This is an optimization exercise on Yosys and OpenROAD, whose aim is small area and a short achievable clock period, not a production implementation. RTL that was checked went through simulation tests only; none was proved equivalent to the original.

==> inputs of lagoon <==
Design fp16_mac, start of the top module:
module fp16_mac (
    input  logic                        clk,
    input  logic                        rst,
    input  logic                        in_valid_i,
    input  logic [2-1:0]           tag_i,
    input  logic [16-1:0]          k_i,
    input  logic [16-1:0]          x_i,
    input  logic [16-1:0]          b_i,
    output logic                        out_valid_o,
    output logic [2-1:0]           tag_o,
    output logic [16-1:0]          result_o
);
    localparam bit EN_M = 1'b1;    
    localparam bit EN_P = 1'b1;    
    localparam bit EN_A = 1'b0;    
    localparam bit EN_S = 1'b1;    
    localparam bit EN_D = 1'b1;    
    localparam bit EN_N = 1'b1;    
    logic [10:0] u_k_sig, u_x_sig, u_b_sig;
    logic [5:0]  u_exp_sum;
    logic [4:0]  u_b_exp;
    logic        u_valid;
    logic [10:0] c0_k_sig, c0_x_sig, c0_b_sig;
    logic [5:0]  c0_exp_sum;
    logic [4:0]  c0_b_exp;
    logic        c0_p_sign, c0_b_sign;
    logic [1:0]  c0_tag;
    fp16_unpack unpack_i (
        .k_i, .x_i, .b_i,
  ...
clock: 6.0 ns
lec_check: 0
cap_margin: 20
core_margin: 2
core_utilization: 40
slew_margin: 20
run.sh (not shown) runs the stock make flow with config.mk's settings and CLKGATE_MAP_FILE= SYNTH_SCRIPT=/design/flow/synth_recipe.tcl, a recipe that flattens the netlist after the stock synthesis.
==> pepper: changes against lagoon <==
Settings changed: SETUP_SLACK_MARGIN set to 2.5.
==> qor summary <==
metric	lagoon	pepper
Result of the run	timing/DRC/antenna clean	timing/DRC/antenna clean
Final Wtd Congestion	0.943	0.931
Least setup slack across all paths after layout	0.654 ns	1.76 ns
Crit path buf inv count	2	3
Drt total wl	48000 µm	57100 µm
Worst Path Max Fanout	12	7
Per-cell via count in the routed design	5.36	5.50
Shortest period the worst path allows	5.35 ns	4.24 ns
Delay of the slowest critical-path stage	0.88 ns	0.45 ns
Relative area change from synthesis to final layout	13.0%	37.0%
Logic depth of the worst register-to-register path	18	19
Worst-case headroom to the max-slew limit	0.280	0.420
Data buffer area share	0.0398	0.114
Function was not checked in any run of this note: the RTL went through the layout flow alone.

==> build 82 <==
fp16_mac, a different RTL version from the one above (not shown whole).
export LEC_CHECK = 0
export CAP_MARGIN = 20
export CORE_MARGIN = 2
export CORE_UTILIZATION = 40
export CTS_CLUSTER_DIAMETER = 70
export CTS_CLUSTER_SIZE = 40
export SETUP_SLACK_MARGIN = 2.9
export SLEW_MARGIN = 20
create_clock -name core_clock -period 6.0 [get_ports {clk}]
standard.sh (not shown) runs the stock make flow with config.mk's settings and CLKGATE_MAP_FILE= SYNTH_SCRIPT=/design/flow/synth_recipe.tcl, a recipe that flattens the netlist after the stock synthesis.
==> flow/flow/run.sh <==
#!/bin/bash
# Standard layout, with the port buffers made of plain buffers (buf_2)
# instead of the delay cells that buffer_ports picks by default.
set -e
export BUFFER_PORTS_ARGS="-buffer_cell sky130_fd_sc_hd__buf_2"
bash standard.sh > standard.log 2>&1
==> build 22: changes against build 82 <==
--- a/flow/design.v
+++ b/flow/design.v
@@ -784,57 +784,57 @@
 endmodule
 `timescale 1ns/1ps
 module fp16_expo1 (
     input  logic [4:0]  k_exp_i,
     input  logic [4:0]  x_exp_i,
     input  logic [15:0] b_i,
     output logic [10:0] b_sig_o,
     output logic [4:0]  b_exp_o,
-    output logic [5:0]  es_o         
+    output logic [6:0]  pe_o,        
+    output logic [7:0]  d_o          
 );
     logic b_n;
     always_comb begin
         b_n     = b_i[14:10] != 5'd0;
         b_exp_o = b_n ? b_i[14:10] : 5'd1;
         b_sig_o = {b_n, b_i[9:0]};
-        es_o    = {1'b0, k_exp_i} + {1'b0, x_exp_i};
+        pe_o    = {2'd0, k_exp_i} + {2'd0, x_exp_i} - 7'd15;
+        d_o     = {3'd0, k_exp_i} + {3'd0, x_exp_i} - 8'd15 - {3'd0, b_exp_o};
     end
 endmodule
 module fp16_expo2 (
     input  logic [4:0] b_exp_i,
-    input  logic [5:0] es_i,
+    input  logic [6:0] pe_i,
+    input  logic [7:0] d_i,
     input  logic       p_sign_i,
     input  logic       b_sign_i,
     output logic       p_wins_o,
     output logic [4:0] shift_o,      
     output logic       drop_o,       
     output logic       edge_o,       
     output logic [5:0] exp_o,        
     output logic       sign_o,
     output logic       sub_o
 );
-    logic [5:0] t, pe;
-    logic [6:0] d, nd;      
+    logic signed [7:0] d, nd;
     always_comb begin
-        t        = {1'b0, b_exp_i} + 6'd15;
-        d        = {1'b0, es_i} - {1'b0, t};
-        nd       = {1'b0, t} - {1'b0, es_i};
-        pe       = es_i - 6'd15;           
-        p_wins_o = nd[6];
+        d        = $signed(d_i);
+        nd       = -d;
+        p_wins_o = d > 8'sd0;
         if (p_wins_o) begin
             shift_o = d[4:0];
-            drop_o  = d[5:0] > 6'd21;
-            edge_o  = d[5:0] == 6'd21;    
-            exp_o   = pe;
+            drop_o  = d > 8'sd21;
+            edge_o  = d == 8'sd21;        
+            exp_o   = pe_i[5:0];
             sign_o  = p_sign_i;
         end else begin
             shift_o = nd[4:0];
-            drop_o  = nd[5:0] > 6'd22;
-            edge_o  = nd[5:0] == 6'd22;   
+            drop_o  = nd > 8'sd22;
+            edge_o  = nd == 8'sd22;       
             exp_o   = {1'b0, b_exp_i};
             sign_o  = b_sign_i;
         end
         sub_o = p_sign_i ^ b_sign_i;
     end
 endmodule
 module fp16_align (
     input  logic [21:0] prod_i,
@@ -856,27 +856,61 @@
         bb    = {1'b0, b_sig_i, 10'd0};
         drop  = drop_i | (edge_i & (p_top ~^ p_wins_i));
         hi_o  = p_wins_i ? p : bb;
         lo_in = p_wins_i ? bb : p;
         lo    = drop ? 33'd0 : {lo_in, 11'd0} >> shift_i;
         lo_o  = sub_i ? ~lo : lo;
     end
 endmodule
+module fp16_cadd #(
+    parameter int W = 34
+) (
+    input  logic [W-1:0] a_i,
+    input  logic [W-1:0] b_i,
+    output logic [W:0]   s0_o,      
+    output logic [W:0]   s1_o       
+);
+    localparam int L = $clog2(W);
+    logic [W-1:0] g [L+1];
+    logic [W-1:0] p [L+1];
+    logic [W-1:0] hp;
+    assign g[0]  = a_i & b_i;
+    assign p[0]  = a_i | b_i;
+    assign hp    = a_i ^ b_i;
+    for (genvar l = 0; l < L; l++) begin : g_lvl
+        for (genvar i = 0; i < W; i++) begin : g_bit
+            if ((i >> l) & 1) begin : g_op
+                localparam int J = ((i >> l) << l) - 1;
+                assign g[l+1][i] = g[l][i] | (p[l][i] & g[l][J]);
+                assign p[l+1][i] = p[l][i] & p[l][J];
+            end else begin : g_pass
+                assign g[l+1][i] = g[l][i];
+                assign p[l+1][i] = p[l][i];
+            end
+        end
+    end
+    logic [W:0] c0, c1;
+    assign c0 = {g[L], 1'b0};
+    assign c1 = {g[L] | p[L], 1'b1};
+    assign s0_o = {c0[W], hp ^ c0[W-1:0]};
+    assign s1_o = {c1[W], hp ^ c1[W-1:0]};
+endmodule
 module fp16_add (
     input  logic [21:0] hi_i,
     input  logic [32:0] lo_i,
     input  logic        sub_i,
     output logic [33:0] mag_o,
     output logic        neg_o
 );
     logic [34:0] t0, t1;
+    fp16_cadd #(34) cadd_i (
+        .a_i({1'b0, hi_i, 11'd0}), .b_i({sub_i, lo_i}), .s0_o(t0), .s1_o(t1)
+    );
     always_comb begin
-        t0    = {1'b0, hi_i, 11'd0} + {1'b0, sub_i, lo_i};
-        t1    = {1'b0, hi_i, 11'd0} + {1'b0, sub_i, lo_i} + 35'd1;
         neg_o = sub_i & ~t0[34];
         if (!sub_i)
             mag_o = t0[33:0];
         else if (t0[34])
             mag_o = t1[33:0];
         else
             mag_o = ~t0[33:0];
     end
@@ -904,40 +938,27 @@
                     c[l][i] = c[l-1][2*i+1] | 6'(1 << (l - 1));
                 else
                     c[l][i] = c[l-1][2*i];
             end
         end
         n_o = c[6][0];
     end
 endmodule
-module fp16_mark (
-    input  logic [5:0] exp_i,
-    output logic [3:0] hi_o,
-    output logic [7:0] lo_o
-);
-    logic [5:0] j;
-    always_comb begin
-        j    = 6'd32 - exp_i;
-        hi_o = (exp_i <= 6'd32) ? 4'(4'd1 << j[4:3]) : 4'd0;
-        lo_o = 8'(8'd1 << j[2:0]);
-    end
-endmodule
 module fp16_normalize (
     input  logic [33:0] mag_i,
-    input  logic [3:0]  mark_hi_i,
-    input  logic [7:0]  mark_lo_i,
+    input  logic [5:0]  exp_i,      
     output logic [14:0] top_o,      
     output logic [5:0]  shift_o     
 );
-    logic [33:0] m, n;
+    logic [33:0] m, mark, n;
     fp16_lzc lzc_i (.v_i(m), .n_o(shift_o));
     always_comb begin
-        for (int i = 0; i < 34; i++)
-            m[i] = mag_i[i] | (i < 32 && mark_hi_i[i / 8] && mark_lo_i[i % 8]);
+        mark  = (exp_i <= 6'd32) ? 34'(34'd1 << (6'd32 - exp_i)) : 34'd0;
+        m     = mag_i | mark;
         n     = mag_i << {shift_o[5:2], 2'b00};
         top_o = n[33:19];
     end
 endmodule
 module fp16_fine (
     input  logic [14:0] top_i,
     input  logic [1:0]  shift_i,
     output logic [10:0] sig_o,
@@ -992,45 +1013,46 @@
     output logic [16-1:0]          result_o
 );
     localparam int CSW = 58;       
     logic [10:0] u_k_sig, u_x_sig;
     logic [4:0]  u_k_exp, u_x_exp;
     logic [CSW-1:0] m_cs, c1_cs;
     logic [10:0] e_b_sig, c1_b_sig;
     logic [4:0]  e_b_exp, c1_b_exp;
-    logic [5:0]  e_es, c1_es;
+    logic [6:0]  e_pe, c1_pe;
+    logic [7:0]  e_d, c1_d;
     logic        c1_p_sign, c1_b_sign;
     logic [1:0]  c1_tag;
     logic        c1_valid;
     fp16_unpack unpack_k (.w_i(k_i), .sig_o(u_k_sig), .exp_o(u_k_exp));
     fp16_unpack unpack_x (.w_i(x_i), .sig_o(u_x_sig), .exp_o(u_x_exp));
     fp16_mul_a mul_a_i (.a_i(u_k_sig), .b_i(u_x_sig), .cs_o(m_cs));
     fp16_expo1 expo1_i (
         .k_exp_i(u_k_exp), .x_exp_i(u_x_exp), .b_i(b_i),
-        .b_sig_o(e_b_sig), .b_exp_o(e_b_exp), .es_o(e_es)
+        .b_sig_o(e_b_sig), .b_exp_o(e_b_exp), .pe_o(e_pe), .d_o(e_d)
     );
     fp16_vpipe #(1'b1) c1_v (.clk, .rst, .d(in_valid_i), .q(c1_valid));
-    fp16_pipe #(CSW + 26, 1'b1) c1 (.clk,
-        .d({m_cs, e_b_sig, e_b_exp, e_es, k_i[15] ^ x_i[15], b_i[15], tag_i}),
-        .q({c1_cs, c1_b_sig, c1_b_exp, c1_es, c1_p_sign, c1_b_sign, c1_tag}));
+    fp16_pipe #(CSW + 35, 1'b1) c1 (.clk,
+        .d({m_cs, e_b_sig, e_b_exp, e_pe, e_d, k_i[15] ^ x_i[15], b_i[15], tag_i}),
+        .q({c1_cs, c1_b_sig, c1_b_exp, c1_pe, c1_d, c1_p_sign, c1_b_sign, c1_tag}));
     logic [21:0] m_row0, m_row1, m_prod, c2_prod;
     logic        x_p_wins, x_drop, x_edge, x_sign, x_sub;
     logic [4:0]  x_shift;
     logic [5:0]  x_exp;
     logic [10:0] c2_b_sig;
     logic        c2_p_wins, c2_drop, c2_edge, c2_sign, c2_sub;
     logic [4:0]  c2_shift;
     logic [5:0]  c2_exp;
     logic [1:0]  c2_tag;
     logic        c2_valid;
     fp16_mul_b mul_b_i (.cs_i(c1_cs), .row0_o(m_row0), .row1_o(m_row1));
     fp16_mul_cpa mul_cpa_i (.row0_i(m_row0), .row1_i(m_row1), .prod_o(m_prod));
     fp16_expo2 expo2_i (
-        .b_exp_i(c1_b_exp), .es_i(c1_es), .p_sign_i(c1_p_sign), .b_sign_i(c1_b_sign),
+        .b_exp_i(c1_b_exp), .pe_i(c1_pe), .d_i(c1_d), .p_sign_i(c1_p_sign), .b_sign_i(c1_b_sign),
         .p_wins_o(x_p_wins), .shift_o(x_shift), .drop_o(x_drop), .edge_o(x_edge),
         .exp_o(x_exp), .sign_o(x_sign), .sub_o(x_sub)
     );
     fp16_vpipe #(1'b1) c2_v (.clk, .rst, .d(c1_valid), .q(c2_valid));
     fp16_pipe #(51, 1'b1) c2 (.clk,
         .d({m_prod, c1_b_sig, x_p_wins, x_shift, x_drop, x_edge, x_exp, x_sign, x_sub, c1_tag}),
         .q({c2_prod, c2_b_sig, c2_p_wins, c2_shift, c2_drop, c2_edge, c2_exp, c2_sign, c2_sub, c2_tag}));
     logic [21:0] a_hi, c3_hi;
@@ -1044,37 +1066,34 @@
         .drop_i(c2_drop), .edge_i(c2_edge), .sub_i(c2_sub), .hi_o(a_hi), .lo_o(a_lo)
     );
     fp16_vpipe #(1'b1) c3_v (.clk, .rst, .d(c2_valid), .q(c3_valid));
     fp16_pipe #(65, 1'b1) c3 (.clk,
         .d({a_hi, a_lo, c2_exp, c2_sign, c2_sub, c2_tag}),
         .q({c3_hi, c3_lo, c3_exp, c3_sign, c3_sub, c3_tag}));
     logic [33:0] d_mag, c4_mag;
     logic        d_neg;
-    logic [5:0]  c4_e2;
-    logic [3:0]  k_mark_hi, c4_mark_hi;
-    logic [7:0]  k_mark_lo, c4_mark_lo;
+    logic [5:0]  c4_exp;
     logic        c4_sign;
     logic [1:0]  c4_tag;
     logic        c4_valid;
     fp16_add add_i (.hi_i(c3_hi), .lo_i(c3_lo), .sub_i(c3_sub), .mag_o(d_mag), .neg_o(d_neg));
     fp16_vpipe #(1'b1) c4_v (.clk, .rst, .d(c3_valid), .q(c4_valid));
-    fp16_mark mark_i (.exp_i(c3_exp), .hi_o(k_mark_hi), .lo_o(k_mark_lo));
-    fp16_pipe #(55, 1'b1) c4 (.clk,
-        .d({d_mag, c3_exp + 6'd2, k_mark_hi, k_mark_lo, c3_sign ^ d_neg, c3_tag}),
-        .q({c4_mag, c4_e2, c4_mark_hi, c4_mark_lo, c4_sign, c4_tag}));
+    fp16_pipe #(43, 1'b1) c4 (.clk,
+        .d({d_mag, c3_exp, c3_sign ^ d_neg, c3_tag}),
+        .q({c4_mag, c4_exp, c4_sign, c4_tag}));
     logic [14:0] n_top, c5_top;
     logic        c5_sign;
     logic [5:0]  n_shift, c5_shift, c5_e2;
     logic [1:0]  c5_tag;
     logic        c5_valid;
-    fp16_normalize normalize_i (.mag_i(c4_mag), .mark_hi_i(c4_mark_hi), .mark_lo_i(c4_mark_lo), .top_o(n_top), .shift_o(n_shift));
+    fp16_normalize normalize_i (.mag_i(c4_mag), .exp_i(c4_exp), .top_o(n_top), .shift_o(n_shift));
     fp16_vpipe #(1'b1) c5_v (.clk, .rst, .d(c4_valid), .q(c5_valid));
     fp16_pipe #(30, 1'b1) c5 (.clk,
-        .d({n_top, n_shift, c4_e2, c4_sign, c4_tag}),
+        .d({n_top, n_shift, c4_exp + 6'd2, c4_sign, c4_tag}),
         .q({c5_top, c5_shift, c5_e2, c5_sign, c5_tag}));
     logic [15:0] r_result;
     logic [10:0] f_sig;
     logic        f_rnd;
     fp16_fine fine_i (.top_i(c5_top), .shift_i(c5_shift[1:0]), .sig_o(f_sig), .rnd_o(f_rnd));
     fp16_round round_i (.sign_i(c5_sign), .sig_i(f_sig), .rnd_i(f_rnd), .e2_i(c5_e2), .shift_i(c5_shift), .result_o(r_result));
     always_ff @(posedge clk) begin
         if (rst) begin
==> flow/run.sh (new file) <==
#!/bin/bash
# synth_recipe.tcl (not shown) runs the flow's synth.tcl, then flattens the netlist and writes it again
# the make line also repeats each setting of config.mk as NAME=value (left out here)
make -C /OpenROAD-flow-scripts/flow DESIGN_CONFIG=/design/flow/config.mk WORK_HOME=/design/flow/orfs CLKGATE_MAP_FILE= SYNTH_SCRIPT=/design/flow/synth_recipe.tcl finish
CTS_CLUSTER_DIAMETER = not set   (was 70)
CTS_CLUSTER_SIZE = not set   (was 40)
SETUP_SLACK_MARGIN = 2.5   (was 2.9)
removed: flow/flow/run.sh
removed: flow/standard.sh
==> build 8: changes against build 82 <==
--- a/flow/design.v
+++ b/flow/design.v
@@ -856,27 +856,61 @@
         bb    = {1'b0, b_sig_i, 10'd0};
         drop  = drop_i | (edge_i & (p_top ~^ p_wins_i));
         hi_o  = p_wins_i ? p : bb;
         lo_in = p_wins_i ? bb : p;
         lo    = drop ? 33'd0 : {lo_in, 11'd0} >> shift_i;
         lo_o  = sub_i ? ~lo : lo;
     end
 endmodule
+module fp16_cadd #(
+    parameter int W = 34
+) (
+    input  logic [W-1:0] a_i,
+    input  logic [W-1:0] b_i,
+    output logic [W:0]   s0_o,      
+    output logic [W:0]   s1_o       
+);
+    localparam int L = $clog2(W);
+    logic [W-1:0] g [L+1];
+    logic [W-1:0] p [L+1];
+    logic [W-1:0] hp;
+    assign g[0]  = a_i & b_i;
+    assign p[0]  = a_i | b_i;
+    assign hp    = a_i ^ b_i;
+    for (genvar l = 0; l < L; l++) begin : g_lvl
+        for (genvar i = 0; i < W; i++) begin : g_bit
+            if ((i >> l) & 1) begin : g_op
+                localparam int J = ((i >> l) << l) - 1;
+                assign g[l+1][i] = g[l][i] | (p[l][i] & g[l][J]);
+                assign p[l+1][i] = p[l][i] & p[l][J];
+            end else begin : g_pass
+                assign g[l+1][i] = g[l][i];
+                assign p[l+1][i] = p[l][i];
+            end
+        end
+    end
+    logic [W:0] c0, c1;
+    assign c0 = {g[L], 1'b0};
+    assign c1 = {g[L] | p[L], 1'b1};
+    assign s0_o = {c0[W], hp ^ c0[W-1:0]};
+    assign s1_o = {c1[W], hp ^ c1[W-1:0]};
+endmodule
 module fp16_add (
     input  logic [21:0] hi_i,
     input  logic [32:0] lo_i,
     input  logic        sub_i,
     output logic [33:0] mag_o,
     output logic        neg_o
 );
     logic [34:0] t0, t1;
+    fp16_cadd #(34) cadd_i (
+        .a_i({1'b0, hi_i, 11'd0}), .b_i({sub_i, lo_i}), .s0_o(t0), .s1_o(t1)
+    );
     always_comb begin
-        t0    = {1'b0, hi_i, 11'd0} + {1'b0, sub_i, lo_i};
-        t1    = {1'b0, hi_i, 11'd0} + {1'b0, sub_i, lo_i} + 35'd1;
         neg_o = sub_i & ~t0[34];
         if (!sub_i)
             mag_o = t0[33:0];
         else if (t0[34])
             mag_o = t1[33:0];
         else
             mag_o = ~t0[33:0];
     end
@@ -904,40 +938,27 @@
                     c[l][i] = c[l-1][2*i+1] | 6'(1 << (l - 1));
                 else
                     c[l][i] = c[l-1][2*i];
             end
         end
         n_o = c[6][0];
     end
 endmodule
-module fp16_mark (
-    input  logic [5:0] exp_i,
-    output logic [3:0] hi_o,
-    output logic [7:0] lo_o
-);
-    logic [5:0] j;
-    always_comb begin
-        j    = 6'd32 - exp_i;
-        hi_o = (exp_i <= 6'd32) ? 4'(4'd1 << j[4:3]) : 4'd0;
-        lo_o = 8'(8'd1 << j[2:0]);
-    end
-endmodule
 module fp16_normalize (
     input  logic [33:0] mag_i,
-    input  logic [3:0]  mark_hi_i,
-    input  logic [7:0]  mark_lo_i,
+    input  logic [5:0]  exp_i,      
     output logic [14:0] top_o,      
     output logic [5:0]  shift_o     
 );
-    logic [33:0] m, n;
+    logic [33:0] m, mark, n;
     fp16_lzc lzc_i (.v_i(m), .n_o(shift_o));
     always_comb begin
-        for (int i = 0; i < 34; i++)
-            m[i] = mag_i[i] | (i < 32 && mark_hi_i[i / 8] && mark_lo_i[i % 8]);
+        mark  = (exp_i <= 6'd32) ? 34'(34'd1 << (6'd32 - exp_i)) : 34'd0;
+        m     = mag_i | mark;
         n     = mag_i << {shift_o[5:2], 2'b00};
         top_o = n[33:19];
     end
 endmodule
 module fp16_fine (
     input  logic [14:0] top_i,
     input  logic [1:0]  shift_i,
     output logic [10:0] sig_o,
@@ -1044,37 +1065,34 @@
         .drop_i(c2_drop), .edge_i(c2_edge), .sub_i(c2_sub), .hi_o(a_hi), .lo_o(a_lo)
     );
     fp16_vpipe #(1'b1) c3_v (.clk, .rst, .d(c2_valid), .q(c3_valid));
     fp16_pipe #(65, 1'b1) c3 (.clk,
         .d({a_hi, a_lo, c2_exp, c2_sign, c2_sub, c2_tag}),
         .q({c3_hi, c3_lo, c3_exp, c3_sign, c3_sub, c3_tag}));
     logic [33:0] d_mag, c4_mag;
     logic        d_neg;
-    logic [5:0]  c4_e2;
-    logic [3:0]  k_mark_hi, c4_mark_hi;
-    logic [7:0]  k_mark_lo, c4_mark_lo;
+    logic [5:0]  c4_exp;
     logic        c4_sign;
     logic [1:0]  c4_tag;
     logic        c4_valid;
     fp16_add add_i (.hi_i(c3_hi), .lo_i(c3_lo), .sub_i(c3_sub), .mag_o(d_mag), .neg_o(d_neg));
     fp16_vpipe #(1'b1) c4_v (.clk, .rst, .d(c3_valid), .q(c4_valid));
-    fp16_mark mark_i (.exp_i(c3_exp), .hi_o(k_mark_hi), .lo_o(k_mark_lo));
-    fp16_pipe #(55, 1'b1) c4 (.clk,
-        .d({d_mag, c3_exp + 6'd2, k_mark_hi, k_mark_lo, c3_sign ^ d_neg, c3_tag}),
-        .q({c4_mag, c4_e2, c4_mark_hi, c4_mark_lo, c4_sign, c4_tag}));
+    fp16_pipe #(43, 1'b1) c4 (.clk,
+        .d({d_mag, c3_exp, c3_sign ^ d_neg, c3_tag}),
+        .q({c4_mag, c4_exp, c4_sign, c4_tag}));
     logic [14:0] n_top, c5_top;
     logic        c5_sign;
     logic [5:0]  n_shift, c5_shift, c5_e2;
     logic [1:0]  c5_tag;
     logic        c5_valid;
-    fp16_normalize normalize_i (.mag_i(c4_mag), .mark_hi_i(c4_mark_hi), .mark_lo_i(c4_mark_lo), .top_o(n_top), .shift_o(n_shift));
+    fp16_normalize normalize_i (.mag_i(c4_mag), .exp_i(c4_exp), .top_o(n_top), .shift_o(n_shift));
     fp16_vpipe #(1'b1) c5_v (.clk, .rst, .d(c4_valid), .q(c5_valid));
     fp16_pipe #(30, 1'b1) c5 (.clk,
-        .d({n_top, n_shift, c4_e2, c4_sign, c4_tag}),
+        .d({n_top, n_shift, c4_exp + 6'd2, c4_sign, c4_tag}),
         .q({c5_top, c5_shift, c5_e2, c5_sign, c5_tag}));
     logic [15:0] r_result;
     logic [10:0] f_sig;
     logic        f_rnd;
     fp16_fine fine_i (.top_i(c5_top), .shift_i(c5_shift[1:0]), .sig_o(f_sig), .rnd_o(f_rnd));
     fp16_round round_i (.sign_i(c5_sign), .sig_i(f_sig), .rnd_i(f_rnd), .e2_i(c5_e2), .shift_i(c5_shift), .result_o(r_result));
     always_ff @(posedge clk) begin
         if (rst) begin
==> flow/run.sh (new file) <==
#!/bin/bash
# synth_recipe.tcl (not shown) runs the flow's synth.tcl, then flattens the netlist and writes it again
# the make line also repeats each setting of config.mk as NAME=value (left out here)
make -C /OpenROAD-flow-scripts/flow DESIGN_CONFIG=/design/flow/config.mk WORK_HOME=/design/flow/orfs CLKGATE_MAP_FILE= SYNTH_SCRIPT=/design/flow/synth_recipe.tcl finish
CTS_CLUSTER_DIAMETER = not set   (was 70)
CTS_CLUSTER_SIZE = not set   (was 40)
SETUP_SLACK_MARGIN = 3.2   (was 2.9)
removed: flow/flow/run.sh
removed: flow/standard.sh
==> results.tsv <==
stage	metric	value	unit
outcome	outcome	timing/DRC/antenna clean	
setup_path	Worst Setup EP	c1.q[58]$_DFF_P_	
logic_synthesis	ranking of synthesized cells by area	dfxtp_1, fa_1, ha_1	
sta	Final Hold Slack	320	ps
setup_path	r2r setup slk	2990	ps
placed_design	Cell Area, Placed	18000	µm²
That was build 82.
==> results.tsv <==
stage	metric	value	unit
placed_design	Cell Area, Placed	18900	µm²
setup_path	r2r setup slk	2910	ps
outcome	outcome	timing/DRC/antenna clean	
That was build 8.
==> results.tsv <==
stage	metric	value	unit
setup_path	r2r setup slk	2630	ps
logic_synthesis	Post-synth top flop	dfxtp_1	
outcome	outcome	timing/DRC/antenna clean	
placed_design	Cell Area, Placed	19700	µm²
setup_path	Worst Setup EP	c1.q[11]$_DFF_P_	
sta	Final Hold Slack	299	ps
That was build 22.
Function not checked in build 22: the RTL went through the layout flow alone.

[static timing again, ports no longer ideal]
The results above use ideal ports. As a check the final layouts listed here were re-extracted and re-timed, cells and wires unchanged. Step 1 (the two cells are an assumption about what drives the block):
set clk [get_ports {clk}]
set_driving_cell -lib_cell sky130_fd_sc_hd__clkbuf_16 $clk
set_driving_cell -lib_cell sky130_fd_sc_hd__buf_2 [delete_from_list [all_inputs] $clk]
Step 2 adds t to the input delays and takes it off the output delays; t is the mean of the earliest and latest rising clock arrival at the registers after step 1. Input paths then give back, and output paths get back, about the clock's delay inside the block. Slacks: ideal ports / drivers / drivers and shift; pairs: ideal ports / drivers.
run | t, ns | setup WS [ns] | worst setup path after step 2 | pins driven straight from the clock port
lagoon | 0.611 | 0.654 / 0.654 / 0.654 | register to register | 1
pepper | 0.607 | 1.756 / 1.756 / 1.756 | register to register | 1
build 82 | 0.582 | 2.895 / 2.913 / 2.331 | input to register | 1
build 22 | 0.599 | 2.534 / 2.546 / 1.946 | input to register | 1
build 8 | 0.613 | 2.877 / 2.883 / 2.269 | input to register | 1
After both steps every run listed still meets setup and hold. The setup slack of build 8, which loses most, moves by +0.006 ns with the drivers and by -0.608 ns with both steps.
